Source: an optimization exercise on an open RTL-to-GDS flow (aim: small area, a short achievable clock period and few clock cycles). Production flows keep margins and buffers that such runs may drop. No functional check of the RTL was part of any run shown here. Power figures rest on the tool's default switching activity, not on a simulated workload.

### flow/run.sh
#!/bin/bash
# synth_recipe.tcl (not shown) runs the flow's synth.tcl, then flattens the netlist and writes it again
# the make line also repeats each setting of config.mk as NAME=value (left out here)
make -C /OpenROAD-flow-scripts/flow DESIGN_CONFIG=/design/flow/config.mk WORK_HOME=/design/flow/orfs CLKGATE_MAP_FILE= SYNTH_SCRIPT=/design/flow/synth_recipe.tcl finish
### flow/config.mk
export PLATFORM = sky130hd
export DESIGN_NAME = sw_align_top
export DESIGN_NICKNAME = sw_align_top
export VERILOG_FILES = /design/flow/design.v
export SDC_FILE = /design/flow/constraint.sdc
export NUM_CORES = 4
export LEC_CHECK = 0
export CAP_MARGIN = 20
export CORE_MARGIN = 2
export CORE_UTILIZATION = 40
export CTS_BUF_LIST = sky130_fd_sc_hd__clkbuf_16
export CTS_CLUSTER_DIAMETER = 80
export CTS_CLUSTER_SIZE = 20
export SETUP_SLACK_MARGIN = 5
export SLEW_MARGIN = 20
### flow/constraint.sdc
create_clock -name core_clock -period 10.0 [get_ports {clk}]
set_input_delay 2.0000 -clock core_clock [delete_from_list [all_inputs] [get_ports {clk}]]
set_output_delay 2.0000 -clock core_clock [all_outputs]
set_load 0.01 [all_outputs]
### flow/design.v
package sw_seq_pkg;
    typedef enum logic [1:0] {
        BASE_A = 2'd0,
        BASE_C = 2'd1,
        BASE_G = 2'd2,
        BASE_T = 2'd3
    } base_t;
    localparam int SCORE_W_DEF = 10;
    localparam int NUM_CELLS_DEF = 16;
endpackage
package sw_ctrl_pkg;
    typedef enum logic [1:0] {
        IDLE  = 2'd0,   
        RUN   = 2'd1,   
        DRAIN = 2'd2,   
        DONE  = 2'd3    
    } sw_state_t;
endpackage
`timescale 1ns/1ps
module sw_step_counter #(
    parameter int CNT_W = 5
) (
    input  logic             clk,
    input  logic             load,    
    input  logic [CNT_W-1:0] value,
    input  logic             dec,
    output logic             zero     
);
    logic [CNT_W-1:0] count;
    assign zero = (count == '0);
    always_ff @(posedge clk) begin
        if (load) begin
            count <= value;
        end else if (dec) begin
            count <= count - CNT_W'(1);
        end
    end
endmodule
`timescale 1ns/1ps
module sw_array_fsm #(
    parameter int   CNT_W = 5
) (
    input  logic             clk,
    input  logic             rst,
    input  logic             start,          
    input  logic             target_valid,
    input  logic             target_last,
    input  logic             drain_zero,     
    output logic             drain_load,     
    output logic             drain_dec,
    output logic             run,            
    output logic             clr,            
    output logic             busy,
    output logic             done
);
    sw_ctrl_pkg::sw_state_t state;
    always_ff @(posedge clk) begin
        if (rst) begin
            state <= sw_ctrl_pkg::IDLE;
        end else begin
            case (state)
                sw_ctrl_pkg::IDLE:  if (start) state <= sw_ctrl_pkg::RUN;
                sw_ctrl_pkg::RUN:   if (target_valid && target_last) state <= sw_ctrl_pkg::DRAIN;
                sw_ctrl_pkg::DRAIN: if (drain_zero) state <= sw_ctrl_pkg::DONE;
                default:            state <= sw_ctrl_pkg::IDLE;   
            endcase
        end
    end
    assign run        = (state == sw_ctrl_pkg::RUN);
    assign clr        = (state == sw_ctrl_pkg::IDLE);
    assign drain_load = run;                               
    assign drain_dec  = (state == sw_ctrl_pkg::DRAIN);
    assign busy       = run || drain_dec;
    assign done       = (state == sw_ctrl_pkg::DONE);
endmodule
`timescale 1ns/1ps
module sw_query_bank #(
    parameter int   NUM_CELLS = 8,
    localparam int  CNT_W     = $clog2(NUM_CELLS + 1)
) (
    input  logic                                clk,
    input  logic                                start,    
    input  logic [CNT_W-1:0]                    len,
    input  logic                                wr,
    input  sw_seq_pkg::base_t                   base,
    output logic [CNT_W-1:0]                    len_q,    
    output sw_seq_pkg::base_t [NUM_CELLS-1:0]   bases,    
    output logic [NUM_CELLS-1:0]                head      
);
    always_ff @(posedge clk) begin
        if (wr) begin
            bases <= {base, bases[NUM_CELLS-1:1]};
        end
    end
    always_ff @(posedge clk) begin
        if (start) begin
            len_q <= len;
        end
    end
    for (genvar c = 0; c < NUM_CELLS; c++) begin : g_head
        assign head[c] = (len_q == CNT_W'(NUM_CELLS - c));
    end
endmodule
`timescale 1ns/1ps
module sw_cell #(
    parameter int   SCORE_W   = 10,
    parameter int   NUM_CELLS = 8,
    parameter int   INDEX     = 0,   
    localparam int  H_W       = SCORE_W - 1,   
    localparam int  IDX_W     = (NUM_CELLS > 1) ? $clog2(NUM_CELLS) : 1
) (
    input  logic                      clk,
    input  logic                      rst,
    input  logic                      clr,            
    input  logic                      head,           
    input  sw_seq_pkg::base_t         query,
    input  logic signed [SCORE_W-1:0] match_score,
    input  logic signed [SCORE_W-1:0] mismatch_score,
    input  logic signed [SCORE_W-1:0] gap_open,
    input  logic                      col_valid,      
    input  sw_seq_pkg::base_t         col_base,
    input  logic                      valid_in,       
    input  sw_seq_pkg::base_t         target_in,
    input  logic        [H_W-1:0]     h_in,           
    input  logic        [H_W-1:0]     h_max_in,       
    input  logic        [IDX_W-1:0]   h_max_idx_in,
    output logic                      valid_out,      
    output sw_seq_pkg::base_t         target_out,
    output logic        [H_W-1:0]     h_out,          
    output logic        [H_W-1:0]     h_max_out,
    output logic        [IDX_W-1:0]   h_max_idx_out
);
    logic        [H_W-1:0]     h_diag;       
    logic signed [SCORE_W-1:0] sub, s_diag, s_gap, next_h;
    logic signed [SCORE_W-1:0] diag_w;    
    function automatic logic ge_u(input logic [H_W-1:0] a, input logic [H_W-1:0] b);
        logic r;
        r = 1'b1;
        for (int i = 0; i < H_W; i++) begin
            r = (a[i] & ~b[i]) | (~(a[i] ^ b[i]) & r);
        end
        ge_u = r;
    endfunction
    function automatic logic gt_s(input logic [SCORE_W-1:0] a, input logic [SCORE_W-1:0] b);
        logic r;
        r = 1'b0;
        for (int i = 0; i < SCORE_W - 1; i++) begin
            r = (a[i] & ~b[i]) | (~(a[i] ^ b[i]) & r);
        end
        gt_s = (~a[SCORE_W-1] & b[SCORE_W-1]) | (~(a[SCORE_W-1] ^ b[SCORE_W-1]) & r);
    endfunction
    function automatic logic [SCORE_W-1:0] add_bk(input logic [SCORE_W-1:0] a,
                                                  input logic [SCORE_W-1:0] b);
        logic [SCORE_W-1:0] p, g, p0;
        p0 = a ^ b;
        p  = p0;
        g  = a & b;
        for (int d = 1; d < SCORE_W; d = d * 2) begin
            for (int j = 2 * d - 1; j < SCORE_W; j = j + 2 * d) begin
                g[j] = g[j] | (p[j] & g[j-d]);
                p[j] = p[j] & p[j-d];
            end
        end
        for (int d = 2 ** ($clog2(SCORE_W) - 1); d >= 1; d = d / 2) begin
            for (int j = 3 * d - 1; j < SCORE_W; j = j + 2 * d) begin
                g[j] = g[j] | (p[j] & g[j-d]);
                p[j] = p[j] & p[j-d];
            end
        end
        add_bk = p0 ^ {g[SCORE_W-2:0], 1'b0};
    endfunction
    always_ff @(posedge clk) begin
        if (rst) begin
            valid_out <= 1'b0;
        end else begin
            valid_out <= head ? col_valid : valid_in;
        end
    end
    always_ff @(posedge clk) begin
        target_out <= head ? col_base : target_in;
        h_diag     <= h_in;   
    end
    logic signed [SCORE_W-1:0] left_w, up_w, s_left, s_up;
    logic left_ge;
    assign left_ge = ge_u(h_out, h_in);
    assign sub    = (query == target_out) ? match_score : mismatch_score;
    assign diag_w = {1'b0, h_diag};
    assign left_w = {1'b0, h_out};
    assign up_w   = {1'b0, h_in};
    assign s_diag = add_bk(diag_w, sub);
    assign s_left = add_bk(left_w, gap_open);   
    assign s_up   = add_bk(up_w, gap_open);
    assign s_gap  = left_ge ? s_left : s_up;
    assign next_h = gt_s(s_gap, s_diag) ? s_gap : s_diag;
    always_ff @(posedge clk) begin
        if (clr) begin
            h_out <= '0;
        end else if (valid_out) begin
            h_out <= next_h[SCORE_W-1] ? '0 : next_h[H_W-1:0];   
        end
    end
    logic                      take_in;
    logic        [H_W-1:0]     wave_max;
    logic        [IDX_W-1:0]   wave_idx;
    assign take_in  = ge_u(h_max_in, h_out);
    assign wave_max = take_in ? h_max_in : h_out;
    assign wave_idx = take_in ? h_max_idx_in : IDX_W'(INDEX);
    always_ff @(posedge clk) begin
        if (clr) begin
            h_max_out <= '0;
        end else begin
            h_max_out <= wave_max;
        end
    end
    always_ff @(posedge clk) begin
        h_max_idx_out <= wave_idx;   
    end
endmodule
`timescale 1ns/1ps
module sw_align_top #(
    parameter int   NUM_CELLS = sw_seq_pkg::NUM_CELLS_DEF,
    parameter int   SCORE_W   = sw_seq_pkg::SCORE_W_DEF,
    localparam int  CNT_W     = $clog2(NUM_CELLS + 1),   
    localparam int  IDX_W     = (NUM_CELLS > 1) ? $clog2(NUM_CELLS) : 1,
    localparam int  H_W       = SCORE_W - 1
) (
    input  logic                      clk,
    input  logic                      rst,
    input  logic                      start,
    input  logic        [CNT_W-1:0]   query_len,
    input  logic                      query_wr,
    input  logic        [1:0]         query_base,
    input  logic                      target_valid,
    input  logic        [1:0]         target_base,
    input  logic                      target_last,
    input  logic signed [SCORE_W-1:0] match_score,
    input  logic signed [SCORE_W-1:0] mismatch_score,
    input  logic signed [SCORE_W-1:0] gap_open,
    output logic                      busy,
    output logic                      done,
    output logic signed [SCORE_W-1:0] best_score,
    output logic        [IDX_W-1:0]   best_query_idx
);
    logic run, clr, drain_load, drain_dec, drain_zero;
    logic [CNT_W-1:0] len_q;
    sw_seq_pkg::base_t [NUM_CELLS-1:0] bases;
    logic [NUM_CELLS-1:0] head;
    sw_array_fsm #(.CNT_W(CNT_W)) fsm_i (
        .clk, .rst, .start, .target_valid, .target_last, .drain_zero,
        .drain_load, .drain_dec, .run, .clr, .busy, .done
    );
    sw_step_counter #(.CNT_W(CNT_W)) cnt_i (
        .clk, .load(drain_load), .value(len_q - CNT_W'(1)), .dec(drain_dec), .zero(drain_zero)
    );
    sw_query_bank #(.NUM_CELLS(NUM_CELLS)) bank_i (
        .clk, .start(clr && start), .len(query_len), .wr(run && query_wr),
        .base(sw_seq_pkg::base_t'(query_base)), .len_q, .bases, .head
    );
    logic                      valid_c  [NUM_CELLS+1];
    sw_seq_pkg::base_t         target_c [NUM_CELLS+1];
    logic        [H_W-1:0]     h_c      [NUM_CELLS+1];
    logic        [H_W-1:0]     hmax_c   [NUM_CELLS+1];
    logic        [IDX_W-1:0]   hidx_c   [NUM_CELLS+1];
    assign valid_c[0]  = 1'b0;
    assign target_c[0] = sw_seq_pkg::BASE_A;
    assign h_c[0]      = '0;
    assign hmax_c[0]   = '0;
    assign hidx_c[0]   = '0;
    for (genvar k = 0; k < NUM_CELLS; k++) begin : g_cell
        sw_cell #(.SCORE_W(SCORE_W), .NUM_CELLS(NUM_CELLS), .INDEX(k)) cell_i (
            .clk, .rst, .clr, .head(head[k]), .query(bases[k]),
            .match_score, .mismatch_score, .gap_open,   
            .col_valid(run && target_valid), .col_base(sw_seq_pkg::base_t'(target_base)),
            .valid_in(valid_c[k]), .target_in(target_c[k]),
            .h_in(h_c[k]), .h_max_in(hmax_c[k]), .h_max_idx_in(hidx_c[k]),
            .valid_out(valid_c[k+1]), .target_out(target_c[k+1]),
            .h_out(h_c[k+1]), .h_max_out(hmax_c[k+1]), .h_max_idx_out(hidx_c[k+1])
        );
    end
    logic [H_W-1:0]   acc_max, wave_max, last_h, best;
    logic [IDX_W-1:0] acc_row, wave_row, last_row, best_row;
    logic [IDX_W-1:0] acc_cell, best_cell;   
    logic             acc_ge_wave, acc_ge_last, wave_ge_last;
    function automatic logic ge_u(input logic [H_W-1:0] a, input logic [H_W-1:0] b);
        logic r;
        r = 1'b1;
        for (int i = 0; i < H_W; i++) begin
            r = (a[i] & ~b[i]) | (~(a[i] ^ b[i]) & r);
        end
        ge_u = r;
    endfunction
    assign wave_max = hmax_c[NUM_CELLS-1];
    assign wave_row = IDX_W'(hidx_c[NUM_CELLS-1] + IDX_W'(len_q));
    assign last_h   = h_c[NUM_CELLS];
    assign last_row = IDX_W'(len_q - CNT_W'(1));
    assign acc_ge_wave  = ge_u(acc_max, wave_max) &&
                          ((acc_max != wave_max) || (acc_cell <= hidx_c[NUM_CELLS-1]));
    assign acc_ge_last  = ge_u(acc_max, last_h);
    assign wave_ge_last = ge_u(wave_max, last_h);
    always_comb begin
        if (acc_ge_wave && acc_ge_last) begin
            best      = acc_max;
            best_row  = acc_row;
            best_cell = acc_cell;
        end else if (!acc_ge_wave && wave_ge_last) begin
            best      = wave_max;
            best_row  = wave_row;
            best_cell = hidx_c[NUM_CELLS-1];
        end else begin
            best      = last_h;
            best_row  = last_row;
            best_cell = IDX_W'(NUM_CELLS - 1);
        end
    end
    always_ff @(posedge clk) begin
        if (clr) begin
            acc_max  <= '0;
            acc_row  <= '0;
            acc_cell <= '0;
        end else begin
            acc_max  <= best;
            acc_row  <= best_row;
            acc_cell <= best_cell;
        end
    end
    assign best_score     = SCORE_W'(best);
    assign best_query_idx = best_row;
endmodule
==> results.txt, run 1 <==
- Detailed placement ended at an HPWL of 93000 um.
- On the final layout, the worst clock skew is 0.0289 ns.
- Among all flip-flop cells after synthesis, the most frequent one is sky130_fd_sc_hd__dfxtp_1.
- The number of global-route vias before repair is 31.0k.
- Counting every instance in the synthesized netlist gives 4205.
- The routability-driven placement congestion ratio is 0.896.
- Setup repair after global routing could not meet its margin everywhere.
- The most instantiated library cell after synthesis is sky130_fd_sc_hd__ha_1.
- The floorplan has 117 rows.
- The final global-route overflow total is 0.
- The worst setup path is launched from an input pin.
- The post-synthesis to final-layout area growth is 17.4%.
- The global-route wire length before repair is 199000 um.
- In the post-synthesis netlist, the biggest area contributors are sky130_fd_sc_hd__dfxtp_1 (25%), sky130_fd_sc_hd__ha_1 (20%), sky130_fd_sc_hd__mux2i_1 (9.1%), sky130_fd_sc_hd__fa_1 (7.5%), sky130_fd_sc_hd__mux2_2 (5.1%).
- The clock drives 568 sinks.
- Entering global routing, the biggest net connects 119 pins.
- The H-tree was split into 2 levels.
- The net count reported at finish is 5248.
- Across the VDD grid, the largest voltage drop is 328 uV.
- The number of nets with antenna violations after routing is 0.
- A synthesized cell averages 9.84 um2.
- The final critical delay including setup and external delays is 5.45 ns.
- In this run the most critical hold path is launched from g_cell[2].cell_i.h_out[8].
- Port buffering added 59 buffers.
- The kind of critical path is input pin to flip-flop.
- The multiplexer fraction of the synthesized cell area is 0.142.
- The required time reported for the critical path endpoint is 10.50 ns.
- The core region area is 102000 um2.
- Measured against its own limit, the worst slew margin works out to 0.282.
- The launch point of the worst reg-to-reg path is bank_i.bases[2].
- The die outline area is 106000 um2.
- The largest family of logic cells by synthesized area is adder cells.
- The number of synthesis warnings is 30.
- The capture endpoint of the worst hold path is g_cell[3].cell_i.h_diag[8].
- The detailed router finished its first iteration with 2560 violations.
- The final-report hold violation count was 0.
- The wire length after detailed routing is 135000 um.
- The latest clock arrival within the worst-skew pair is 0.63 ns.
- The total number of vias is 32.0k.
- The commonest cells after synthesis are sky130_fd_sc_hd__ha_1 (666), sky130_fd_sc_hd__dfxtp_1 (526), sky130_fd_sc_hd__inv_1 (439).
- The compound-gate portion of the synthesized area is 0.114.
- The worst setup path is captured at a flip-flop.
- The part of the cycle the worst path needs is 0.545.
- The number of enable flip-flop cells after synthesis is 42.
- Before antenna repair, the detailed router went through 5 iterations.
- The utilization after layout is 0.475.
- The number of flip-flops and latches in the synthesized netlist is 568.
- The beginning of the critical path is mismatch_score[0].
- Derived from the worst setup path, the maximum achievable clock frequency is 0.184 GHz.
- The share of cells above drive strength 1 is 0.211.
- The number of placed I/O pins is 61.
- The post-route setup TNS is 0 ns.
- The distinct cell type count of the synthesized netlist is 60.
- The reg-to-reg setup timing slack is 4.86 ns.
- The proportion of netlist area held by the largest area contributor is 0.254.
- The global router's overall resource usage is 0.249.
- The static leakage is 21.8 nW.
- The number of antenna violations at the first check in global routing is 4.
- The run finished with no timing, DRC or antenna violations.
- Of the synthesized area, sequential elements account for 0.285.
- The largest fanout on the critical path is 8.
- The capture point of the worst reg-to-reg path is g_cell[1].cell_i.h_out[2].
- Summing every instance area after synthesis gives 41400 um2.
- The number of design rule violations left after detail routing is 0.
- From bottom edge to top edge, the die measures 326 um.
- Dividing the detail-routed wire length by the instance count gives 23.4 um.
- The placed instances occupy a cell area of 43700 um2.
- The count of max-cap constraint violations is 0.
- Of all flip-flops after synthesis, the portion carrying an async set or reset was 0.
- The number of buffers created by CTS is 40.
- At the pin with the least slew margin, the transition time is 1.08 ns.
- The root buffer cell is sky130_fd_sc_hd__clkbuf_16.
- Measured in cells, the most critical reg-to-reg path has a length of 23.
- Clock-pin slew was measured on the worst setup and hold paths at 0.08 ns.
- Hold repair after CTS inserted 0 buffers.
- The die span in x is 326 um.
- The final worst-path setup slack is 4.55 ns.
- Of the total synthesized cell area, the portion taken by XOR and XNOR cells is 0.0349.
- TritonCTS built the clock tree.
- The number of slew-limit violations in the final report is 0.
- Setup violations remaining at the end of the flow were counted as 0.
- Dividing the detail-routed via count by the number of cells gives 5.53.
- Of the total synthesized cell area, the portion taken by AND, OR, NAND and NOR gates is 0.0959.
- The fraction of the mapped netlist area in adder cells is 0.277.
- The number of nets produced by synthesis is 5072.
- Before CTS, the worst setup slack after placement is 3.28 ns.
- The worst hold path passes through 0 cells.
- The worst hold path belongs to the class flip-flop to flip-flop.
- The maximum root-to-sink buffer count is 3.
- For this design the ratio of total power to cell area is 170 nW/um2.
- For the worst setup path, the data arrival time is 5.95 ns.
- The starting density of the core is 0.405.
- The finished cells cover 48600 um2.
- Of all cell types, the one taking the most synthesized area is sky130_fd_sc_hd__dfxtp_1.
==> critical path, stage by stage <==
cell and delay (ns):
sky130_fd_sc_hd__buf_6 0.12, sky130_fd_sc_hd__buf_12 0.15, sky130_fd_sc_hd__mux2_2 0.27, sky130_fd_sc_hd__ha_2 0.17, sky130_fd_sc_hd__inv_2 0.05, sky130_fd_sc_hd__fa_2 0.18, sky130_fd_sc_hd__nor2b_1 0.05, sky130_fd_sc_hd__o21a_1 0.19
sky130_fd_sc_hd__o21a_1 0.17, sky130_fd_sc_hd__o21ai_1 0.14, sky130_fd_sc_hd__nand2b_1 0.09, sky130_fd_sc_hd__a21o_1 0.16, sky130_fd_sc_hd__a21o_1 0.16, sky130_fd_sc_hd__fa_2 0.55, sky130_fd_sc_hd__inv_2 0.05, sky130_fd_sc_hd__ha_4 0.16
sky130_fd_sc_hd__nor3_2 0.18, sky130_fd_sc_hd__o21ai_2 0.10, sky130_fd_sc_hd__nor4b_2 0.29, sky130_fd_sc_hd__a31o_2 0.24, sky130_fd_sc_hd__buf_12 0.14, sky130_fd_sc_hd__mux2i_2 0.21, sky130_fd_sc_hd__o21ai_1 0.09
==> state kept, by name, indices dropped and copies added (netlist names) <==
name	cells
g_cell.cell_i.h_max_out	135
bank_i.bases	32
g_cell.cell_i.h_out	144
acc_max	9
g_cell.cell_i.h_max_idx_out	45
g_cell.cell_i.h_diag	135
cnt_i.count	5
g_cell.cell_i.target_out	32
acc_row	4
acc_cell	4
g_cell.cell_i.valid_out	16
bank_i.len_q	5
fsm_i.state	2
==> layout make-up <==
type                       count  area (um2)
fill                        9536       53600
clock buffer                  41        1030
antenna                        3        7.51
inverter                     439        1660
tap                         1368        1710
timing repair buffer         234        2380
clock inverter                29         238
multi-input combinational   3098       29700
sequential                   568       11800
==> cells by family after synthesis <==
kind of cell / after synthesis
buffers and inverters: 541
xor gates and xnor gates: 165
other: 1
and+or+nand+nor: 843
muxes: 565
adders and majority gates: 822
AOI/OAI and AO/OA: 700
DFF: 568
==> how the worst max path moves through the flow <==
stage	cells after the start	slack (ns)	endpoint
final	23	4.55	g_cell[9].cell_i.h_out[8]
after global placement	20	3.35	g_cell[2].cell_i.h_out[8]
after CTS	23	4.66	g_cell[1].cell_i.h_out[2]
after floorplan	22	4.38	g_cell[8].cell_i.h_out[0]
after detailed placement	20	3.28	g_cell[1].cell_i.h_out[8]
after global routing	23	4.40	g_cell[8].cell_i.h_out[5]
==> through the flow <==
stage	hold WS [ns]	power [mW]	instances
floorplan	0.364	4.74	4205
global placement	0.395	5.59	5554
global route	0.408	8.70	5777
finish	0.407	8.27	5780
CTS	0.412	7.91	5734
detailed placement	0.392	5.62	5554
==> layout by cell type (no fill, tap or decap), types with 34 or more instances in the layout <==
| master | netlist | final |
|---|---|---|
| sky130_fd_sc_hd__o21ai_1 | 0 | 127 |
| sky130_fd_sc_hd__mux2_2 | 189 | 171 |
| sky130_fd_sc_hd__dfxtp_1 | 526 | 503 |
| sky130_fd_sc_hd__xnor2_1 | 114 | 102 |
| sky130_fd_sc_hd__a21o_1 | 127 | 126 |
| sky130_fd_sc_hd__nand2_1 | 191 | 187 |
| sky130_fd_sc_hd__a21oi_2 | 0 | 37 |
| sky130_fd_sc_hd__xor2_1 | 51 | 47 |
| sky130_fd_sc_hd__nand3_1 | 50 | 49 |
| sky130_fd_sc_hd__a21oi_1 | 125 | 88 |
| sky130_fd_sc_hd__fa_1 | 156 | 96 |
| sky130_fd_sc_hd__clkbuf_16 | 0 | 44 |
| sky130_fd_sc_hd__nand2b_1 | 77 | 77 |
| sky130_fd_sc_hd__ha_1 | 666 | 593 |
| sky130_fd_sc_hd__inv_1 | 439 | 406 |
| sky130_fd_sc_hd__ha_4 | 0 | 42 |
| sky130_fd_sc_hd__mux2i_1 | 376 | 325 |
| sky130_fd_sc_hd__o21a_1 | 47 | 47 |
| sky130_fd_sc_hd__and2_1 | 55 | 44 |
| sky130_fd_sc_hd__nor2b_1 | 34 | 34 |
| sky130_fd_sc_hd__edfxtp_1 | 42 | 42 |
| sky130_fd_sc_hd__inv_2 | 0 | 36 |
| sky130_fd_sc_hd__o21ai_0 | 193 | 47 |
| sky130_fd_sc_hd__buf_4 | 10 | 125 |
| sky130_fd_sc_hd__fa_2 | 0 | 60 |
| sky130_fd_sc_hd__nor2_1 | 322 | 303 |
==> routing by layer <==
| layer | vias up | global-route usage | wire length [um] |
|---|---|---|---|
| li1 | 15000 | - | - |
| met1 | 15600 | 0.359 | 61800 |
| met2 | 1098 | 0.378 | 57600 |
| met3 | 274 | 0.0353 | 10100 |
| met4 | 4 | 0.0860 | 5690 |
| met5 | - | 0 | 23 |
==> report_power, final <==
group | total, mW | leakage [nW] | switching [mW] | internal [mW]
registers | 2.53 | 4.64 | 0.0966 | 2.43
logic | 4.00 | 16.5 | 2.20 | 1.80
clock network | 1.75 | 0.644 | 0.950 | 0.800
==> what timing repair did <==
| item | 4_1_cts | 5_1_grt |
|---|---|---|
| endpoints found under the setup margin | 157 | 157 |
| buffers inserted | 98 | 42 |
| pin swaps | 128 | 108 |
| resized for setup | 357 | 199 |
| cloned | 12 | 1 |
==> run 2: changes to the inputs <==
--- a/flow/design.v
+++ b/flow/design.v
@@ -129,5 +129,7 @@
     output logic        [H_W-1:0]     h_out,          
     output logic        [H_W-1:0]     h_max_out,
-    output logic        [IDX_W-1:0]   h_max_idx_out
+    output logic        [IDX_W-1:0]   h_max_idx_out,
+    output logic        [H_W-1:0]     wave_max,       
+    output logic        [IDX_W-1:0]   wave_idx
 );
     logic        [H_W-1:0]     h_diag;       
@@ -201,6 +203,4 @@
     end
     logic                      take_in;
-    logic        [H_W-1:0]     wave_max;
-    logic        [IDX_W-1:0]   wave_idx;
     assign take_in  = ge_u(h_max_in, h_out);
     assign wave_max = take_in ? h_max_in : h_out;
@@ -246,4 +246,10 @@
     sw_seq_pkg::base_t [NUM_CELLS-1:0] bases;
     logic [NUM_CELLS-1:0] head;
+    logic signed [SCORE_W-1:0] match_q, mismatch_q, gap_q;
+    always_ff @(posedge clk) begin
+        match_q    <= match_score;
+        mismatch_q <= mismatch_score;
+        gap_q      <= gap_open;
+    end
     sw_array_fsm #(.CNT_W(CNT_W)) fsm_i (
         .clk, .rst, .start, .target_valid, .target_last, .drain_zero,
@@ -262,4 +268,6 @@
     logic        [H_W-1:0]     hmax_c   [NUM_CELLS+1];
     logic        [IDX_W-1:0]   hidx_c   [NUM_CELLS+1];
+    logic        [H_W-1:0]     wnext_c  [NUM_CELLS];   
+    logic        [IDX_W-1:0]   wnidx_c  [NUM_CELLS];
     assign valid_c[0]  = 1'b0;
     assign target_c[0] = sw_seq_pkg::BASE_A;
@@ -270,16 +278,17 @@
         sw_cell #(.SCORE_W(SCORE_W), .NUM_CELLS(NUM_CELLS), .INDEX(k)) cell_i (
             .clk, .rst, .clr, .head(head[k]), .query(bases[k]),
-            .match_score, .mismatch_score, .gap_open,   
+            .match_score(match_q), .mismatch_score(mismatch_q), .gap_open(gap_q),
             .col_valid(run && target_valid), .col_base(sw_seq_pkg::base_t'(target_base)),
             .valid_in(valid_c[k]), .target_in(target_c[k]),
             .h_in(h_c[k]), .h_max_in(hmax_c[k]), .h_max_idx_in(hidx_c[k]),
             .valid_out(valid_c[k+1]), .target_out(target_c[k+1]),
-            .h_out(h_c[k+1]), .h_max_out(hmax_c[k+1]), .h_max_idx_out(hidx_c[k+1])
+            .h_out(h_c[k+1]), .h_max_out(hmax_c[k+1]), .h_max_idx_out(hidx_c[k+1]),
+            .wave_max(wnext_c[k]), .wave_idx(wnidx_c[k])
         );
     end
-    logic [H_W-1:0]   acc_max, wave_max, last_h, best;
-    logic [IDX_W-1:0] acc_row, wave_row, last_row, best_row;
-    logic [IDX_W-1:0] acc_cell, best_cell;   
-    logic             acc_ge_wave, acc_ge_last, wave_ge_last;
+    logic [H_W-1:0]   acc_max, wave_max, last_h, keep;
+    logic [IDX_W-1:0] acc_row, wave_row, last_row, keep_row;
+    logic [IDX_W-1:0] acc_cell, wave_cell, keep_cell;   
+    logic             acc_ge_wave, acc_ge_last, wave_ge_last, acc_ge_now;
     function automatic logic ge_u(input logic [H_W-1:0] a, input logic [H_W-1:0] b);
         logic r;
@@ -290,25 +299,26 @@
         ge_u = r;
     endfunction
-    assign wave_max = hmax_c[NUM_CELLS-1];
-    assign wave_row = IDX_W'(hidx_c[NUM_CELLS-1] + IDX_W'(len_q));
-    assign last_h   = h_c[NUM_CELLS];
-    assign last_row = IDX_W'(len_q - CNT_W'(1));
+    assign wave_max  = wnext_c[NUM_CELLS-2];
+    assign wave_cell = wnidx_c[NUM_CELLS-2];
+    assign wave_row  = IDX_W'(wave_cell + IDX_W'(len_q));
+    assign last_h    = h_c[NUM_CELLS];
+    assign last_row  = IDX_W'(len_q - CNT_W'(1));
     assign acc_ge_wave  = ge_u(acc_max, wave_max) &&
-                          ((acc_max != wave_max) || (acc_cell <= hidx_c[NUM_CELLS-1]));
+                          ((acc_max != wave_max) || (acc_cell <= wave_cell));
     assign acc_ge_last  = ge_u(acc_max, last_h);
     assign wave_ge_last = ge_u(wave_max, last_h);
     always_comb begin
         if (acc_ge_wave && acc_ge_last) begin
-            best      = acc_max;
-            best_row  = acc_row;
-            best_cell = acc_cell;
+            keep      = acc_max;
+            keep_row  = acc_row;
+            keep_cell = acc_cell;
         end else if (!acc_ge_wave && wave_ge_last) begin
-            best      = wave_max;
-            best_row  = wave_row;
-            best_cell = hidx_c[NUM_CELLS-1];
+            keep      = wave_max;
+            keep_row  = wave_row;
+            keep_cell = wave_cell;
         end else begin
-            best      = last_h;
-            best_row  = last_row;
-            best_cell = IDX_W'(NUM_CELLS - 1);
+            keep      = last_h;
+            keep_row  = last_row;
+            keep_cell = IDX_W'(NUM_CELLS - 1);
         end
     end
@@ -319,10 +329,11 @@
             acc_cell <= '0;
         end else begin
-            acc_max  <= best;
-            acc_row  <= best_row;
-            acc_cell <= best_cell;
+            acc_max  <= keep;
+            acc_row  <= keep_row;
+            acc_cell <= keep_cell;
         end
     end
-    assign best_score     = SCORE_W'(best);
-    assign best_query_idx = best_row;
+    assign acc_ge_now     = ge_u(acc_max, last_h);
+    assign best_score     = SCORE_W'(acc_ge_now ? acc_max : last_h);
+    assign best_query_idx = acc_ge_now ? acc_row : last_row;
 endmodule
--- a/flow/config.mk
+++ b/flow/config.mk
@@ -9,7 +9,4 @@
 export CORE_MARGIN = 2
 export CORE_UTILIZATION = 40
-export CTS_BUF_LIST = sky130_fd_sc_hd__clkbuf_16
-export CTS_CLUSTER_DIAMETER = 80
-export CTS_CLUSTER_SIZE = 20
 export SETUP_SLACK_MARGIN = 5
 export SLEW_MARGIN = 20
==> results.txt, run 2 <==
- The synthesized area per cell is 9.99 um2 (was 9.84 um2).
- Crit path cell chain: inv_2 > ha_1 > nor4_1 > o21ai_1 > o22a_4 > mux2_2 > clkdlybuf4s50_1 (was buf_6 > buf_12 > mux2_2 > ha_2 > inv_2 > fa_2 > nor2b_1 > o21a_1 > o21a_1 > o21ai_1 > nand2b_1 > a21o_1 > a21o_1 > fa_2 > inv_2 > ha_4 > nor3_2 > o21ai_2 > nor4b_2 > a31o_2 > buf_12 > mux2i_2 > o21ai_1).
- The clock slew at the register clock pins of the worst setup and hold paths came to 0.06 ns (was 0.08 ns).
- The share of cells above drive strength 1 is 0.167 (was 0.211).
- The wire length after detailed routing is 134000 um (was 135000 um).
- The final worst-path setup slack is 5.04 ns (was 4.55 ns).
- The number of diodes added for antenna fixing was 0 (was 3).
- The number of clock sinks is 585 (was 568).
- The global router's overall resource usage is 0.244 (was 0.249).
- Outcome: finished clean (unchanged).
- The proportion of netlist area held by the largest area contributor was 0.257 (was 0.254).
- The most common library cell in the layout ignoring fill and taps is sky130_fd_sc_hd__ha_1 (unchanged).
- The number of levels in the clock H-tree was 3 (was 2).
- The number of instances in the synthesized netlist came to 4234 (was 4205).
- The part of the cycle the worst path needs is 0.496 (was 0.545).
- The number of antenna violations at the first check in global routing was 4 (unchanged).
- The total area of sequential cells is 12200 um2 (was 11800 um2).
- List of most frequent post-synthesis cells: sky130_fd_sc_hd__ha_1 (667), sky130_fd_sc_hd__dfxtp_1 (543), sky130_fd_sc_hd__inv_1 (454) (was sky130_fd_sc_hd__ha_1 (666), sky130_fd_sc_hd__dfxtp_1 (526), sky130_fd_sc_hd__inv_1 (439)).
- The slew at the pin closest to its max-slew limit is 1.15 ns (was 1.08 ns).
- The routability-driven placement congestion ratio is 0.915 (was 0.896).
- Most frequent cells in the layout: sky130_fd_sc_hd__ha_1 (643), sky130_fd_sc_hd__dfxtp_1 (529), sky130_fd_sc_hd__inv_1 (444), sky130_fd_sc_hd__mux2i_1 (358), sky130_fd_sc_hd__nor2_1 (288) (was sky130_fd_sc_hd__ha_1 (593), sky130_fd_sc_hd__dfxtp_1 (503), sky130_fd_sc_hd__inv_1 (406), sky130_fd_sc_hd__mux2i_1 (325), sky130_fd_sc_hd__nor2_1 (303)).
- The largest fanout on the critical path is 6 (was 8).
- The delay of the slowest cell on the worst path is 0.56 ns (was 0.55 ns).
- The worst hold path class is flip-flop to flip-flop (unchanged).
- The number of buffers added on ports is 59 (unchanged).
- The number of buffers created by CTS is 71 (was 40).
- The cell area after layout is 48900 um2 (was 48600 um2).
- The cell accounting for the most synthesized area was sky130_fd_sc_hd__dfxtp_1 (unchanged).
- The global-route wire length before repair came to 199000 um (about the same).
- The post-synthesis to final-layout area growth was 15.5% (was 17.4%).
- The count of buffer and inverter cells on the critical path is 2 (was 5).
- The TritonCTS clock tree is yes (unchanged).
- The total number of vias is 32.1k (was 32.0k).
- The tightest slew margin relative to the limit is 0.234 (was 0.282).
- The number of flip-flops and latches in the synthesized netlist came to 585 (was 568).
- The hold slack is 0.418 ns (was 0.407 ns).
- The HPWL reported at the end of detailed placement is 96700 um (was 93000 um).
- The iteration count of the initial detailed-routing pass came to 5 (unchanged).
- The worst clock skew on the final layout is 0.0298 ns (was 0.0289 ns).
- The maximum root-to-sink buffer count is 3 (unchanged).
- The peak clock frequency supported by timing came to 0.202 GHz (was 0.184 GHz).
- The primary flip-flop cell chosen by synthesis mapping is sky130_fd_sc_hd__dfxtp_1 (unchanged).
- The number of enable flip-flop cells after synthesis is 42 (unchanged).
- The number of placed I/O pins came to 61 (unchanged).
- The starting density of the core came to 0.403 (was 0.405).
- The number of synthesis warnings is 32 (was 30).
- The data arrival time of the critical path is 2.96 ns (was 5.95 ns).
- The post-detailed-route wirelength per cell is 22.8 um (was 23.4 um).
- The ratio of routed vias to standard cells is 5.46 (was 5.53).
- The utilization after layout is 0.465 (was 0.475).
- The number of global-route vias before repair is 31.8k (was 31.0k).
- The number of design rule violations left after detail routing came to 0 (unchanged).
- The number of nets produced by synthesis is 5102 (was 5072).
- The die span in x is 329 um (was 326 um).
- The pin count of the biggest net entering global routing was 75 (was 119).
- The kind of end point of the critical path is an output pin (was flip-flop).
- Main area contributors after synthesis: sky130_fd_sc_hd__dfxtp_1 (26%), sky130_fd_sc_hd__ha_1 (20%), sky130_fd_sc_hd__mux2i_1 (8.7%), sky130_fd_sc_hd__fa_1 (7.4%), sky130_fd_sc_hd__mux2_2 (5.8%) (was sky130_fd_sc_hd__dfxtp_1 (25%), sky130_fd_sc_hd__ha_1 (20%), sky130_fd_sc_hd__mux2i_1 (9.1%), sky130_fd_sc_hd__fa_1 (7.5%), sky130_fd_sc_hd__mux2_2 (5.1%)).
- The latest clock arrival within the worst-skew pair is 0.63 ns (about the same).
- The cell type group with the largest total delay on the critical path is buffers and inverters (was compound AO/OA/AOI/OAI gates).
- The kind of critical path is flip-flop to output pin (was input pin to flip-flop).
- The placement row count is 119 (was 117).
- The final critical delay including setup and external delays is 4.96 ns (was 5.45 ns).
- The post-route setup TNS is 0 ns (unchanged).
- The placed instance area was 44500 um2 (was 43700 um2).
- The most instantiated library cell after synthesis is sky130_fd_sc_hd__ha_1 (unchanged).
- The distinct cell type count of the synthesized netlist was 74 (was 60).
- The final global-route overflow total is 0 (unchanged).
- The number of standard cells in the layout, taps in and fillers out is 5869 (was 5780).
- The number of slew-limit violations in the final report is 0 (unchanged).
- The worst slack at placement is 4.16 ns (was 3.28 ns).
- The multi-input logic area is 29200 um2 (was 29700 um2).
- The number of hold buffers added after cts is 0 (unchanged).
- The starting DRC count in detailed routing is 2276 (was 2560).
- The die extent in y is 329 um (was 326 um).
- The core region area came to 105000 um2 (was 102000 um2).
- The critical path launch point type is a flip-flop (was input pin).
- The required time reported for the critical path endpoint is 8.00 ns (was 10.50 ns).
- The fraction of the yosys area taken by sequential cells is 0.287 (was 0.285).
- The total power per unit cell area is 175 nW/um2 (was 170 nW/um2).
- The number of flip-flops in the largest register is 144 (unchanged).
- The root buffer cell is sky130_fd_sc_hd__clkbuf_16 (unchanged).
- The worst vdd rail ir drop is 127 uV (was 328 uV).
- The total of endpoints with negative setup slack in the final report came to 0 (unchanged).
- The number of fill cells is 9980 (was 9536).
- The die outline area is 108000 um2 (was 106000 um2).
- The proportion of synthesized flip-flops having asynchronous set or reset is 0 (unchanged).
- The slowest library cell on the worst path is sky130_fd_sc_hd__clkdlybuf4s50_1 (was sky130_fd_sc_hd__fa_2).
- The number of instances in the placed design came to 5629 (was 5554).
- The number of nets with antenna violations after routing is 0 (unchanged).
- The static leakage came to 22.5 nW (was 21.8 nW).
- The count of max-cap constraint violations is 0 (unchanged).
- The area of the mapped netlist came to 42300 um2 (was 41400 um2).
- Largest registers ranked by flip-flop count: g_cell.cell_i.h_out x144, g_cell.cell_i.h_diag x135, g_cell.cell_i.h_max_out x126 (was g_cell.cell_i.h_out x144, g_cell.cell_i.h_max_out x135, g_cell.cell_i.h_diag x135).
- The overall power of the completed layout is 8.54 mW (was 8.27 mW).
- Unrepaired setup endpoints after global routing: yes (unchanged).
- The final-report hold violation count is 0 (unchanged).
- The net count reported at finish was 5293 (was 5248).
- The largest register by flop count is g_cell.cell_i.h_out (unchanged).
## run 2: cell count changes in the layout (fill, tap and decap cells not counted), moves of 35 or more
cell                      change
sky130_fd_sc_hd__o21ai_1    -101
sky130_fd_sc_hd__o21ai_0     +63
sky130_fd_sc_hd__ha_1        +50
sky130_fd_sc_hd__fa_1        +46
sky130_fd_sc_hd__fa_2        -46
sky130_fd_sc_hd__ha_4        -38
sky130_fd_sc_hd__inv_1       +38
sky130_fd_sc_hd__nand2_1     -35
## run 2: what timing repair did
action | in CTS | in global routing
buffers inserted | 53 | 60
cloned | 1 | 0
pin swaps | 14 | 99
resized for setup | 84 | 212
hold endpoints to repair | 0 | 0
endpoints found under the setup margin | 147 | 147
## run 2: layer usage
| metal | vias to the layer above | part of all wire | track usage |
|---|---|---|---|
| met2 | 1010 | 0.44 | 0.385 |
| met4 | 4 | 0.032 | 0.0725 |
| li1 | 15300 | - | - |
| met1 | 15500 | 0.46 | 0.341 |
| met3 | 244 | 0.068 | 0.0411 |
| met5 | - | 0.00017 | 0 |
## run 2: worst paths after layout
check,start,slack (ns),to,cells after the start
min,g_cell[11].cell_i.h_out[8],0.42,g_cell[12].cell_i.h_diag[8],0
max,g_cell[15].cell_i.h_out[6],5.04,best_query_idx[1],7
max reg2reg,bank_i.bases[22],5.07,g_cell[11].cell_i.h_out[5],23
min reg2reg,g_cell[11].cell_i.h_out[8],0.42,g_cell[12].cell_i.h_diag[8],0
## run 2: power breakdown
| part | internal, mW | total, mW | leakage, nW | switching (mW) |
|---|---|---|---|---|
| sequential | 2.50 | 2.61 | 4.78 | 0.111 |
| clock | 1.56 | 2.63 | 1.13 | 1.07 |
| combinational | 1.44 | 3.29 | 16.5 | 1.85 |
## run 2: worst reg2reg max path: cells and delay by family, from the launching register on
family          cells  cell delay [ns]
simple gates        5             0.69
compound gates     10             1.93
mux                 1             0.34
xor+xnor            2             0.40
buf+inv             1             0.05
fa+ha+maj           4             0.96
flops               1             0.46
## run 2: cells by family (layout without fill, tap and decap cells)
group,after synthesis,in the layout,share of synthesized area
xor gates and xnor gates,166,166,0.0344
buffers and inverters,542,785,0.0491
muxes,590,590,0.146
AOI/OAI and AO/OA,732,733,0.122
DFF,585,585,0.287
adders and majority gates,823,823,0.271
and+or+nand+nor,795,795,0.0903
other,1,1,0.0000886
## run 2: final cells by class
cell class | count | share of cell area
Multi-Input combinational cell | 3108 | 0.598
Sequential cell | 585 | 0.249
Timing Repair Buffer | 204 | 0.0354
Tap cell | 1391 | 0.0356
Inverter | 455 | 0.0350
Clock buffer | 102 | 0.0413
Clock inverter | 24 | 0.00615
==> run 3: changes to the inputs <==
--- a/flow/design.v
+++ b/flow/design.v
@@ -107,4 +107,5 @@
     parameter int   NUM_CELLS = 8,
     parameter int   INDEX     = 0,   
+    parameter bit   WAVE_REG  = 1'b1,   
     localparam int  H_W       = SCORE_W - 1,   
     localparam int  IDX_W     = (NUM_CELLS > 1) ? $clog2(NUM_CELLS) : 1
@@ -206,13 +207,18 @@
     assign wave_max = take_in ? h_max_in : h_out;
     assign wave_idx = take_in ? h_max_idx_in : IDX_W'(INDEX);
-    always_ff @(posedge clk) begin
-        if (clr) begin
-            h_max_out <= '0;
-        end else begin
-            h_max_out <= wave_max;
+    if (WAVE_REG) begin : g_wave_reg
+        always_ff @(posedge clk) begin
+            if (clr) begin
+                h_max_out <= '0;
+            end else begin
+                h_max_out <= wave_max;
+            end
         end
-    end
-    always_ff @(posedge clk) begin
-        h_max_idx_out <= wave_idx;   
+        always_ff @(posedge clk) begin
+            h_max_idx_out <= wave_idx;   
+        end
+    end else begin : g_wave_pass
+        assign h_max_out     = wave_max;
+        assign h_max_idx_out = wave_idx;
     end
 endmodule
@@ -276,5 +282,5 @@
     assign hidx_c[0]   = '0;
     for (genvar k = 0; k < NUM_CELLS; k++) begin : g_cell
-        sw_cell #(.SCORE_W(SCORE_W), .NUM_CELLS(NUM_CELLS), .INDEX(k)) cell_i (
+        sw_cell #(.SCORE_W(SCORE_W), .NUM_CELLS(NUM_CELLS), .INDEX(k), .WAVE_REG(k % 2 == 1)) cell_i (
             .clk, .rst, .clr, .head(head[k]), .query(bases[k]),
             .match_score(match_q), .mismatch_score(mismatch_q), .gap_open(gap_q),
--- a/flow/config.mk
+++ b/flow/config.mk
@@ -9,4 +9,7 @@
 export CORE_MARGIN = 2
 export CORE_UTILIZATION = 40
+export CTS_BUF_LIST = sky130_fd_sc_hd__clkbuf_16
+export CTS_CLUSTER_DIAMETER = 80
+export CTS_CLUSTER_SIZE = 20
 export SETUP_SLACK_MARGIN = 5
 export SLEW_MARGIN = 20
==> results.txt, run 3 <==
- The TritonCTS clock tree is yes (unchanged).
- The total of endpoints with negative setup slack in the final report is 0 (unchanged).
- The fraction of power consumed by the clock network is 0.208 (was 0.308).
- The core region area came to 100000 um2 (was 105000 um2).
- The latest clock arrival within the worst-skew pair is 0.62 ns (was 0.63 ns).
- The kind of end point of the critical path is an output pin (unchanged).
- The number of slew-limit violations in the final report is 0 (unchanged).
- The number of antenna violations at the first check in global routing is 7 (was 4).
- The largest fanout on the critical path is 6 (unchanged).
- The delay of the slowest cell on the worst path is 0.48 ns (was 0.56 ns).
- The root buffer cell was sky130_fd_sc_hd__clkbuf_16 (unchanged).
- The most common library cell in the layout ignoring fill and taps was sky130_fd_sc_hd__ha_1 (unchanged).
- The routability-driven placement congestion ratio was 0.930 (was 0.915).
- The worst slack at placement was 4.18 ns (was 4.16 ns).
- The design internal power is 4.90 mW (was 5.50 mW).
- Outcome: finished clean (unchanged).
- The kind of critical path is flip-flop to output pin (unchanged).
- Crit path cell chain: inv_1 > ha_1 > o2111ai_1 > a21oi_2 > o22a_4 > mux2_2 > clkdlybuf4s50_1 (was inv_2 > ha_1 > nor4_1 > o21ai_1 > o22a_4 > mux2_2 > clkdlybuf4s50_1).
- The data arrival time of the critical path was 2.90 ns (was 2.96 ns).
- The overall power of the completed layout is 8.31 mW (was 8.54 mW).
- The fraction of power spent switching nets is 0.410 (was 0.355).
- The total power per unit cell area is 180 nW/um2 (was 175 nW/um2).
- The worst vdd rail ir drop is 149 uV (was 127 uV).
- The count of max-cap constraint violations is 0 (unchanged).
- The number of flip-flops and latches in the synthesized netlist is 502 (was 585).
- The global-route wire length before repair is 189000 um (was 199000 um).
- The required time reported for the critical path endpoint was 8.00 ns (about the same).
- The area of the mapped netlist was 40500 um2 (was 42300 um2).
- Most frequent cells in the layout: sky130_fd_sc_hd__ha_1 (650), sky130_fd_sc_hd__dfxtp_1 (448), sky130_fd_sc_hd__inv_1 (441), sky130_fd_sc_hd__mux2i_1 (273), sky130_fd_sc_hd__mux2_2 (246) (was sky130_fd_sc_hd__ha_1 (643), sky130_fd_sc_hd__dfxtp_1 (529), sky130_fd_sc_hd__inv_1 (444), sky130_fd_sc_hd__mux2i_1 (358), sky130_fd_sc_hd__nor2_1 (288)).
- The number of design rule violations left after detail routing is 0 (unchanged).
- The final-report hold violation count is 0 (unchanged).
- The part of the cycle the worst path needs is 0.490 (was 0.496).
- The primary flip-flop cell chosen by synthesis mapping is sky130_fd_sc_hd__dfxtp_1 (unchanged).
- The number of buffers created by CTS is 40 (was 71).
- The fraction of the yosys area taken by sequential cells came to 0.258 (was 0.287).
- The total number of vias is 31.3k (was 32.1k).
- Unrepaired setup endpoints after global routing: yes (unchanged).
- The slew at the pin closest to its max-slew limit is 1.27 ns (was 1.15 ns).
- The proportion of synthesized flip-flops having asynchronous set or reset is 0 (unchanged).
- The global router's overall resource usage is 0.242 (was 0.244).
- The final worst-path setup slack is 5.10 ns (was 5.04 ns).
- The tightest slew margin relative to the limit is 0.151 (was 0.234).
- The net count reported at finish came to 5174 (was 5293).
- The worst hold path class is flip-flop to flip-flop (unchanged).
- The part of the total power dissipated in sequential elements is 0.282 (was 0.306).
- The starting DRC count in detailed routing is 2169 (was 2276).
- The total net switching power is 3.41 mW (was 3.03 mW).
- The die outline area is 104000 um2 (was 108000 um2).
- The final global-route overflow total is 0 (unchanged).
- The number of instances in the placed design is 5497 (was 5629).
- The starting density of the core was 0.404 (was 0.403).
- The HPWL reported at the end of detailed placement is 93300 um (was 96700 um).
- The synthesized area per cell came to 9.81 um2 (was 9.99 um2).
- The number of nets produced by synthesis is 4998 (was 5102).
- The number of standard cells in the layout, taps in and fillers out is 5696 (was 5869).
- The utilization after layout is 0.461 (was 0.465).
- The final critical delay including setup and external delays came to 4.90 ns (was 4.96 ns).
- The number of instances in the synthesized netlist is 4130 (was 4234).
- The die extent in y is 322 um (was 329 um).
- The number of levels in the clock H-tree is 2 (was 3).
- The number of buffers added on ports came to 59 (unchanged).
- The number of nets with antenna violations after routing is 0 (unchanged).
- The worst clock skew on the final layout is 0.0301 ns (was 0.0298 ns).
- The cell accounting for the most synthesized area is sky130_fd_sc_hd__dfxtp_1 (unchanged).
- The number of flip-flops in the largest register came to 144 (unchanged).
- The wire length after detailed routing was 128000 um (was 134000 um).
- The pin count of the biggest net entering global routing is 49 (was 75).
- The ratio of routed vias to standard cells is 5.50 (was 5.46).
- The proportion of netlist area held by the largest area contributor came to 0.227 (was 0.257).
- The combinational share of power is 0.510 (was 0.386).
- The number of synthesis warnings is 32 (unchanged).
- The post-detailed-route wirelength per cell was 22.5 um (was 22.8 um).
- The iteration count of the initial detailed-routing pass is 6 (was 5).
- The die span in x came to 322 um (was 329 um).
- The number of global-route vias before repair is 30.4k (was 31.8k).
- The share of cells above drive strength 1 is 0.169 (was 0.167).
- The most instantiated library cell after synthesis is sky130_fd_sc_hd__ha_1 (unchanged).
- The number of placed I/O pins was 61 (unchanged).
- The peak clock frequency supported by timing is 0.204 GHz (was 0.202 GHz).
- The clock slew at the register clock pins of the worst setup and hold paths is 0.09 ns (was 0.06 ns).
- Main area contributors after synthesis: sky130_fd_sc_hd__dfxtp_1 (23%), sky130_fd_sc_hd__ha_1 (21%), sky130_fd_sc_hd__fa_1 (7.7%), sky130_fd_sc_hd__mux2_2 (7.1%), sky130_fd_sc_hd__mux2i_1 (7.0%) (was sky130_fd_sc_hd__dfxtp_1 (26%), sky130_fd_sc_hd__ha_1 (20%), sky130_fd_sc_hd__mux2i_1 (8.7%), sky130_fd_sc_hd__fa_1 (7.4%), sky130_fd_sc_hd__mux2_2 (5.8%)).
- The post-synthesis to final-layout area growth is 14.0% (was 15.5%).
- List of most frequent post-synthesis cells: sky130_fd_sc_hd__ha_1 (667), sky130_fd_sc_hd__dfxtp_1 (460), sky130_fd_sc_hd__inv_1 (444) (was sky130_fd_sc_hd__ha_1 (667), sky130_fd_sc_hd__dfxtp_1 (543), sky130_fd_sc_hd__inv_1 (454)).
- The critical path launch point type was a flip-flop (unchanged).
- The number of enable flip-flop cells after synthesis is 42 (unchanged).
- The placement row count is 116 (was 119).
- The distinct cell type count of the synthesized netlist is 72 (was 74).
- The number of clock sinks is 502 (was 585).
- The slowest library cell on the worst path is sky130_fd_sc_hd__clkdlybuf4s50_1 (unchanged).
- The largest register by flop count is g_cell.cell_i.h_out (unchanged).
- The post-route setup TNS is 0 ns (unchanged).
- The static leakage is 21.4 nW (was 22.5 nW).
- The maximum root-to-sink buffer count is 3 (unchanged).
- Largest registers ranked by flip-flop count: g_cell.cell_i.h_out x144, g_cell.cell_i.h_diag x135, g_cell.cell_i.h_max_out x63 (was g_cell.cell_i.h_out x144, g_cell.cell_i.h_diag x135, g_cell.cell_i.h_max_out x126).
-- run 3: cell types whose count changed in the layout (fill, tap and decap cells not counted), sizes merged, moves of 16 or more --
cell,change
mux2,+36
o211a,+34
nand2b,-25
mux2i,-84
o21ai,+22
dfxtp,-83
clkbuf,-60
nand2,+54
nor2,-72
nor3b,+16
-- run 3: area by class of cell --
class | count | area [um2]
antenna | 1 | 2.50
multi-input combinational | 3102 | 29100
fill | 9442 | 54100
clock inverter | 33 | 349
tap | 1357 | 1700
sequential | 502 | 10500
clock buffer | 41 | 1030
timing repair buffer | 216 | 1880
inverter | 444 | 1670
-- run 3: cell families after synthesis --
family / count (synthesis) / share of synthesized area
adders and majority gates: 823 / 0.283
AOI/OAI and AO/OA: 802 / 0.139
and+or+nand+nor: 765 / 0.0913
muxes: 542 / 0.142
buffers and inverters: 530 / 0.0503
DFF: 502 / 0.258
xor gates and xnor gates: 165 / 0.0357
other: 1 / 0.0000925
-- run 3: critical path, delay by kind of cell (launching register included) --
kind	cells	cell delay, ns
buf+inv	2	0.62
flops	1	0.41
fa+ha+maj	1	0.30
compound gates	3	0.57
mux	1	0.36
-- run 3: power by group through the flow --
stage	clock, mW	combinational [mW]	sequential (mW)
floorplan	0	2.64	2.33
global placement	0	3.56	2.38
detailed placement	0	3.59	2.38
CTS	1.77	3.85	2.34
global route	1.84	4.60	2.36
finish	1.73	4.24	2.34
-- run 3: repair_timing --
| item | in CTS | in global routing |
|---|---|---|
| pin swaps | 10 | 91 |
| hold buffers | 0 | 0 |
| resized for setup | 60 | 219 |
| setup endpoints to repair | 153 | 147 |
| setup buffers | 46 | 72 |
| cloned | 1 | 5 |
-- run 3: final timing paths --
path / end / depth (start not counted) / slack (ns) / start
min reg2reg: g_cell[7].cell_i.h_max_idx_out[2] / 1 / 0.42 / g_cell[5].cell_i.h_max_idx_out[2]
max reg2reg: g_cell[4].cell_i.h_out[1] / 19 / 5.14 / gap_q[0]
max: best_query_idx[2] / 7 / 5.10 / g_cell[15].cell_i.h_out[2]
min: g_cell[7].cell_i.h_max_idx_out[2] / 1 / 0.42 / g_cell[5].cell_i.h_max_idx_out[2]
-- run 3: per-stage QoR --
step / hold slack [ns] / cell area [um2]
final: 0.417 / 46200
after global placement: 0.411 / 42700
after floorplan: 0.368 / 40500
after CTS: 0.414 / 44700
after global routing: 0.423 / 46200
after detailed placement: 0.406 / 42700
-- run 3: layer usage --
layer / wire (um) / track usage / up-vias
met2: 55200 / 0.368 / 973
met5: 24 / 0 / -
met1: 58800 / 0.338 / 15000
met3: 8530 / 0.0419 / 267
li1: - / - / 15000
met4: 5650 / 0.0989 / 4
==> run 4: changes to the inputs <==
--- a/flow/design.v
+++ b/flow/design.v
@@ -105,9 +105,5 @@
 module sw_cell #(
     parameter int   SCORE_W   = 10,
-    parameter int   NUM_CELLS = 8,
-    parameter int   INDEX     = 0,   
-    parameter bit   WAVE_REG  = 1'b1,   
-    localparam int  H_W       = SCORE_W - 1,   
-    localparam int  IDX_W     = (NUM_CELLS > 1) ? $clog2(NUM_CELLS) : 1
+    localparam int  H_W       = SCORE_W - 1    
 ) (
     input  logic                      clk,
@@ -124,13 +120,7 @@
     input  sw_seq_pkg::base_t         target_in,
     input  logic        [H_W-1:0]     h_in,           
-    input  logic        [H_W-1:0]     h_max_in,       
-    input  logic        [IDX_W-1:0]   h_max_idx_in,
     output logic                      valid_out,      
     output sw_seq_pkg::base_t         target_out,
-    output logic        [H_W-1:0]     h_out,          
-    output logic        [H_W-1:0]     h_max_out,
-    output logic        [IDX_W-1:0]   h_max_idx_out,
-    output logic        [H_W-1:0]     wave_max,       
-    output logic        [IDX_W-1:0]   wave_idx
+    output logic        [H_W-1:0]     h_out           
 );
     logic        [H_W-1:0]     h_diag;       
@@ -203,23 +193,4 @@
         end
     end
-    logic                      take_in;
-    assign take_in  = ge_u(h_max_in, h_out);
-    assign wave_max = take_in ? h_max_in : h_out;
-    assign wave_idx = take_in ? h_max_idx_in : IDX_W'(INDEX);
-    if (WAVE_REG) begin : g_wave_reg
-        always_ff @(posedge clk) begin
-            if (clr) begin
-                h_max_out <= '0;
-            end else begin
-                h_max_out <= wave_max;
-            end
-        end
-        always_ff @(posedge clk) begin
-            h_max_idx_out <= wave_idx;   
-        end
-    end else begin : g_wave_pass
-        assign h_max_out     = wave_max;
-        assign h_max_idx_out = wave_idx;
-    end
 endmodule
 `timescale 1ns/1ps
@@ -272,29 +243,16 @@
     sw_seq_pkg::base_t         target_c [NUM_CELLS+1];
     logic        [H_W-1:0]     h_c      [NUM_CELLS+1];
-    logic        [H_W-1:0]     hmax_c   [NUM_CELLS+1];
-    logic        [IDX_W-1:0]   hidx_c   [NUM_CELLS+1];
-    logic        [H_W-1:0]     wnext_c  [NUM_CELLS];   
-    logic        [IDX_W-1:0]   wnidx_c  [NUM_CELLS];
     assign valid_c[0]  = 1'b0;
     assign target_c[0] = sw_seq_pkg::BASE_A;
     assign h_c[0]      = '0;
-    assign hmax_c[0]   = '0;
-    assign hidx_c[0]   = '0;
     for (genvar k = 0; k < NUM_CELLS; k++) begin : g_cell
-        sw_cell #(.SCORE_W(SCORE_W), .NUM_CELLS(NUM_CELLS), .INDEX(k), .WAVE_REG(k % 2 == 1)) cell_i (
+        sw_cell #(.SCORE_W(SCORE_W)) cell_i (
             .clk, .rst, .clr, .head(head[k]), .query(bases[k]),
             .match_score(match_q), .mismatch_score(mismatch_q), .gap_open(gap_q),
             .col_valid(run && target_valid), .col_base(sw_seq_pkg::base_t'(target_base)),
-            .valid_in(valid_c[k]), .target_in(target_c[k]),
-            .h_in(h_c[k]), .h_max_in(hmax_c[k]), .h_max_idx_in(hidx_c[k]),
-            .valid_out(valid_c[k+1]), .target_out(target_c[k+1]),
-            .h_out(h_c[k+1]), .h_max_out(hmax_c[k+1]), .h_max_idx_out(hidx_c[k+1]),
-            .wave_max(wnext_c[k]), .wave_idx(wnidx_c[k])
+            .valid_in(valid_c[k]), .target_in(target_c[k]), .h_in(h_c[k]),
+            .valid_out(valid_c[k+1]), .target_out(target_c[k+1]), .h_out(h_c[k+1])
         );
     end
-    logic [H_W-1:0]   acc_max, wave_max, last_h, keep;
-    logic [IDX_W-1:0] acc_row, wave_row, last_row, keep_row;
-    logic [IDX_W-1:0] acc_cell, wave_cell, keep_cell;   
-    logic             acc_ge_wave, acc_ge_last, wave_ge_last, acc_ge_now;
     function automatic logic ge_u(input logic [H_W-1:0] a, input logic [H_W-1:0] b);
         logic r;
@@ -305,6 +263,52 @@
         ge_u = r;
     endfunction
-    assign wave_max  = wnext_c[NUM_CELLS-2];
-    assign wave_cell = wnidx_c[NUM_CELLS-2];
+    localparam int B_W = H_W + IDX_W;
+    function automatic logic [B_W-1:0] join2(input logic [B_W-1:0] upper,
+                                             input logic [B_W-1:0] lower);
+        join2 = ge_u(upper[B_W-1:IDX_W], lower[B_W-1:IDX_W]) ? upper : lower;
+    endfunction
+    logic [B_W-1:0] row_c [NUM_CELLS];
+    for (genvar k = 0; k < NUM_CELLS; k++) begin : g_row
+        assign row_c[k] = {h_c[k+1], IDX_W'(k)};
+    end
+    localparam int SPAN       = 7;
+    localparam int NUM_STAGES = (NUM_CELLS - 3) / SPAN + 1;
+    localparam logic [B_W-1:0] NONE = '0;
+    function automatic logic [B_W-1:0] row_at(input int k);
+        row_at = NONE;
+        for (int c = 0; c < NUM_CELLS; c++) begin
+            if (c == k) row_at = row_c[c];
+        end
+    endfunction
+    logic [H_W-1:0]   stage_score [NUM_STAGES];
+    logic [IDX_W-1:0] stage_from  [NUM_STAGES];
+    for (genvar st = 0; st < NUM_STAGES; st++) begin : g_stage
+        localparam int LAST = NUM_CELLS - 3 - SPAN * (NUM_STAGES - 1 - st);
+        logic [B_W-1:0] prev, next;
+        assign prev = (st == 0) ? NONE : {stage_score[(st == 0) ? 0 : st - 1],
+                                          stage_from[(st == 0) ? 0 : st - 1]};
+        assign next = join2(join2(join2(prev, row_at(LAST - 6)),
+                                  join2(row_at(LAST - 5), row_at(LAST - 4))),
+                            join2(join2(row_at(LAST - 3), row_at(LAST - 2)),
+                                  join2(row_at(LAST - 1), row_at(LAST))));
+        always_ff @(posedge clk) begin
+            if (clr) begin
+                stage_score[st] <= '0;
+            end else begin
+                stage_score[st] <= next[B_W-1:IDX_W];
+            end
+        end
+        always_ff @(posedge clk) begin
+            stage_from[st] <= next[IDX_W-1:0];   
+        end
+    end
+    logic [B_W-1:0] wave_out;
+    assign wave_out = join2({stage_score[NUM_STAGES-1], stage_from[NUM_STAGES-1]}, row_c[NUM_CELLS-2]);
+    logic [H_W-1:0]   acc_max, wave_max, last_h, keep;
+    logic [IDX_W-1:0] acc_row, wave_row, last_row, keep_row;
+    logic [IDX_W-1:0] acc_cell, wave_cell, keep_cell;   
+    logic             acc_ge_wave, acc_ge_last, wave_ge_last, acc_ge_now;
+    assign wave_max  = wave_out[B_W-1:IDX_W];
+    assign wave_cell = wave_out[IDX_W-1:0];
     assign wave_row  = IDX_W'(wave_cell + IDX_W'(len_q));
     assign last_h    = h_c[NUM_CELLS];
==> results.txt, run 4 <==
- Outcome: finished clean (unchanged).
- Main area contributors after synthesis: sky130_fd_sc_hd__ha_1 (21%), sky130_fd_sc_hd__dfxtp_1 (21%), sky130_fd_sc_hd__fa_1 (8.0%), sky130_fd_sc_hd__mux2i_1 (5.5%), sky130_fd_sc_hd__mux2_2 (5.5%) (was sky130_fd_sc_hd__dfxtp_1 (23%), sky130_fd_sc_hd__ha_1 (21%), sky130_fd_sc_hd__fa_1 (7.7%), sky130_fd_sc_hd__mux2_2 (7.1%), sky130_fd_sc_hd__mux2i_1 (7.0%)).
- The share of cells above drive strength 1 is 0.246 (was 0.169).
- Largest registers ranked by flip-flop count: g_cell.cell_i.h_out x144, g_cell.cell_i.h_diag x135 (was g_cell.cell_i.h_out x144, g_cell.cell_i.h_diag x135, g_cell.cell_i.h_max_out x63).
- The number of levels in the clock H-tree came to 2 (unchanged).
- The most instantiated library cell after synthesis is sky130_fd_sc_hd__ha_1 (unchanged).
- The starting density of the core is 0.403 (was 0.404).
- The kind of end point of the critical path is a flip-flop (was output pin).
- The die outline area is 99900 um2 (was 104000 um2).
- The area of the mapped netlist was 38900 um2 (was 40500 um2).
- The number of nets with antenna violations after routing is 0 (unchanged).
- The global router's overall resource usage is 0.269 (was 0.242).
- The number of flip-flops in the largest register was 144 (unchanged).
- The proportion of netlist area held by the largest area contributor came to 0.214 (was 0.227).
- The tightest slew margin relative to the limit was 0.283 (was 0.151).
- The proportion of synthesized flip-flops having asynchronous set or reset is 0 (unchanged).
- The number of instances in the synthesized netlist is 4108 (was 4130).
- The latest clock arrival within the worst-skew pair is 0.61 ns (was 0.62 ns).
- List of most frequent post-synthesis cells: sky130_fd_sc_hd__ha_1 (667), sky130_fd_sc_hd__inv_1 (475), sky130_fd_sc_hd__dfxtp_1 (401) (was sky130_fd_sc_hd__ha_1 (667), sky130_fd_sc_hd__dfxtp_1 (460), sky130_fd_sc_hd__inv_1 (444)).
- The primary flip-flop cell chosen by synthesis mapping was sky130_fd_sc_hd__dfxtp_1 (unchanged).
- The peak clock frequency supported by timing was 0.189 GHz (was 0.204 GHz).
- The total of endpoints with negative setup slack in the final report came to 0 (unchanged).
- The worst hold path class is flip-flop to flip-flop (unchanged).
- The number of design rule violations left after detail routing came to 0 (unchanged).
- The TritonCTS clock tree is yes (unchanged).
- The global-route wire length before repair is 202000 um (was 189000 um).
- The static leakage is 22.0 nW (was 21.4 nW).
- The kind of critical path was flip-flop to flip-flop (was flip-flop to output pin).
- The die extent in y was 316 um (was 322 um).
- The number of buffers created by CTS was 39 (was 40).
- The placed instance area is 41200 um2 (was 42700 um2).
- The largest register by flop count is g_cell.cell_i.h_out (unchanged).
- The number of flip-flops and latches in the synthesized netlist is 443 (was 502).
- The HPWL reported at the end of detailed placement is 94800 um (was 93300 um).
- The post-synthesis to final-layout area growth came to 21.8% (was 14.0%).
- The number of enable flip-flop cells after synthesis is 42 (unchanged).
- The final critical delay including setup and external delays is 5.28 ns (was 4.90 ns).
- The post-route setup TNS is 0 ns (unchanged).
- The clock slew at the register clock pins of the worst setup and hold paths is 0.09 ns (about the same).
- The number of fill cells came to 8908 (was 9442).
- The core region area came to 96600 um2 (was 100000 um2).
- The number of placed I/O pins was 61 (unchanged).
- The number of antenna violations at the first check in global routing is 9 (was 7).
- The net count reported at finish is 5284 (was 5174).
- The number of slew-limit violations in the final report is 0 (unchanged).
- The iteration count of the initial detailed-routing pass was 5 (was 6).
- The part of the cycle the worst path needs was 0.528 (was 0.490).
- The placement row count was 114 (was 116).
- The wire length after detailed routing came to 138000 um (was 128000 um).
-- run 4: cell types whose count changed after synthesis, moves of 30 or more --
cell | before | now
sky130_fd_sc_hd__inv_1 | 444 | 475
sky130_fd_sc_hd__dfxtp_1 | 460 | 401
sky130_fd_sc_hd__a21oi_1 | 142 | 215
sky130_fd_sc_hd__mux2_2 | 257 | 190
sky130_fd_sc_hd__a21o_1 | 134 | 190
sky130_fd_sc_hd__o211a_1 | 35 | 5
sky130_fd_sc_hd__o221ai_1 | 26 | 58
sky130_fd_sc_hd__mux2i_1 | 283 | 215
-- run 4: worst paths after layout --
path | start | to | slack, ns | cells past startpoint
max | g_cell[7].cell_i.h_out[4] | stage_score[1][7] | 4.72 | 23
min | g_cell[11].cell_i.h_out[8] | g_cell[12].cell_i.h_diag[8] | 0.40 | 0
max reg2reg | g_cell[7].cell_i.h_out[4] | stage_score[1][7] | 4.72 | 23
min reg2reg | g_cell[11].cell_i.h_out[8] | g_cell[12].cell_i.h_diag[8] | 0.40 | 0
-- run 4: cell type report --
class / count / area [um2] / area share
antenna: 6 / 15.0 / 0.000317
clock buffer: 40 / 1000 / 0.0211
clock inverter: 32 / 378 / 0.00797
inverter: 477 / 1820 / 0.0385
multi-input combinational: 3096 / 30000 / 0.634
sequential: 443 / 9580 / 0.202
tap: 1276 / 1600 / 0.0337
timing repair buffer: 359 / 2980 / 0.0629
-- run 4: where the power goes --
part,internal [mW],switching (mW),total [mW]
clock,0.839,0.874,1.71
combinational,1.40,1.88,3.29
sequential,1.91,0.139,2.05
total,4.15,2.90,7.05
-- run 4: metal layers --
layer,share of wire,global-route usage,vias to the layer above
met5,0.000065,0,-
met4,0.040,0.0959,2
met2,0.43,0.411,1222
met3,0.077,0.0388,274
li1,-,-,15300
met1,0.45,0.385,16100
-- run 4: cell families after synthesis --
kind of cell	Yosys count	share of synthesized area
compound gates	961	0.172
fa+ha+maj	823	0.295
simple gates	729	0.0899
buf+inv	576	0.0562
flops	443	0.239
mux	409	0.111
xor+xnor	166	0.0373
other cells	1	0.0000963
-- run 4: metrics by stage --
stage               setup slack [ns]  std cells  utilization
floorplan                       5.00       4108            -
global placement                3.63       5384        0.427
detailed placement              3.50       5384        0.427
CTS                             4.87       5609        0.466
global route                    4.53       5723        0.491
finish                          4.72       5729        0.491
-- run 4: critical path: stages, from the launching register on --
cell                       delay, ns
sky130_fd_sc_hd__dfxtp_4        0.39
sky130_fd_sc_hd__inv_1          0.07
sky130_fd_sc_hd__ha_1           0.27
sky130_fd_sc_hd__and3_4         0.16
sky130_fd_sc_hd__a311oi_4       0.34
sky130_fd_sc_hd__nand3_2        0.13
sky130_fd_sc_hd__o21a_4         0.21
sky130_fd_sc_hd__mux2i_4        0.22
sky130_fd_sc_hd__inv_1          0.07
sky130_fd_sc_hd__ha_1           0.30
sky130_fd_sc_hd__a21o_1         0.19
sky130_fd_sc_hd__a21oi_2        0.14
sky130_fd_sc_hd__o211ai_1       0.12
sky130_fd_sc_hd__buf_4          0.18
sky130_fd_sc_hd__o31a_4         0.44
sky130_fd_sc_hd__mux2i_4        0.23
sky130_fd_sc_hd__ha_4           0.18
sky130_fd_sc_hd__or3_4          0.37
sky130_fd_sc_hd__a221oi_4       0.27
sky130_fd_sc_hd__inv_1          0.08
sky130_fd_sc_hd__a211o_4        0.31
sky130_fd_sc_hd__and2_4         0.21
sky130_fd_sc_hd__buf_6          0.12
sky130_fd_sc_hd__o31ai_2        0.20
-- run 4: what timing repair did --
| item | CTS | global route |
|---|---|---|
| buffers inserted | 144 | 113 |
| gates cloned | 9 | 1 |
| resized for setup | 384 | 334 |
| endpoints found under the setup margin | 166 | 182 |
| hold endpoints to repair | 0 | 0 |
| pin swaps | 59 | 103 |

Setup slack of run 4, layout unchanged: 4.718 ns with ideal ports, 4.718 ns with driving cells assumed (clock clkbuf_16, inputs buf_2), 4.718 ns with port delays also shifted by the 0.669 ns mid clock arrival.
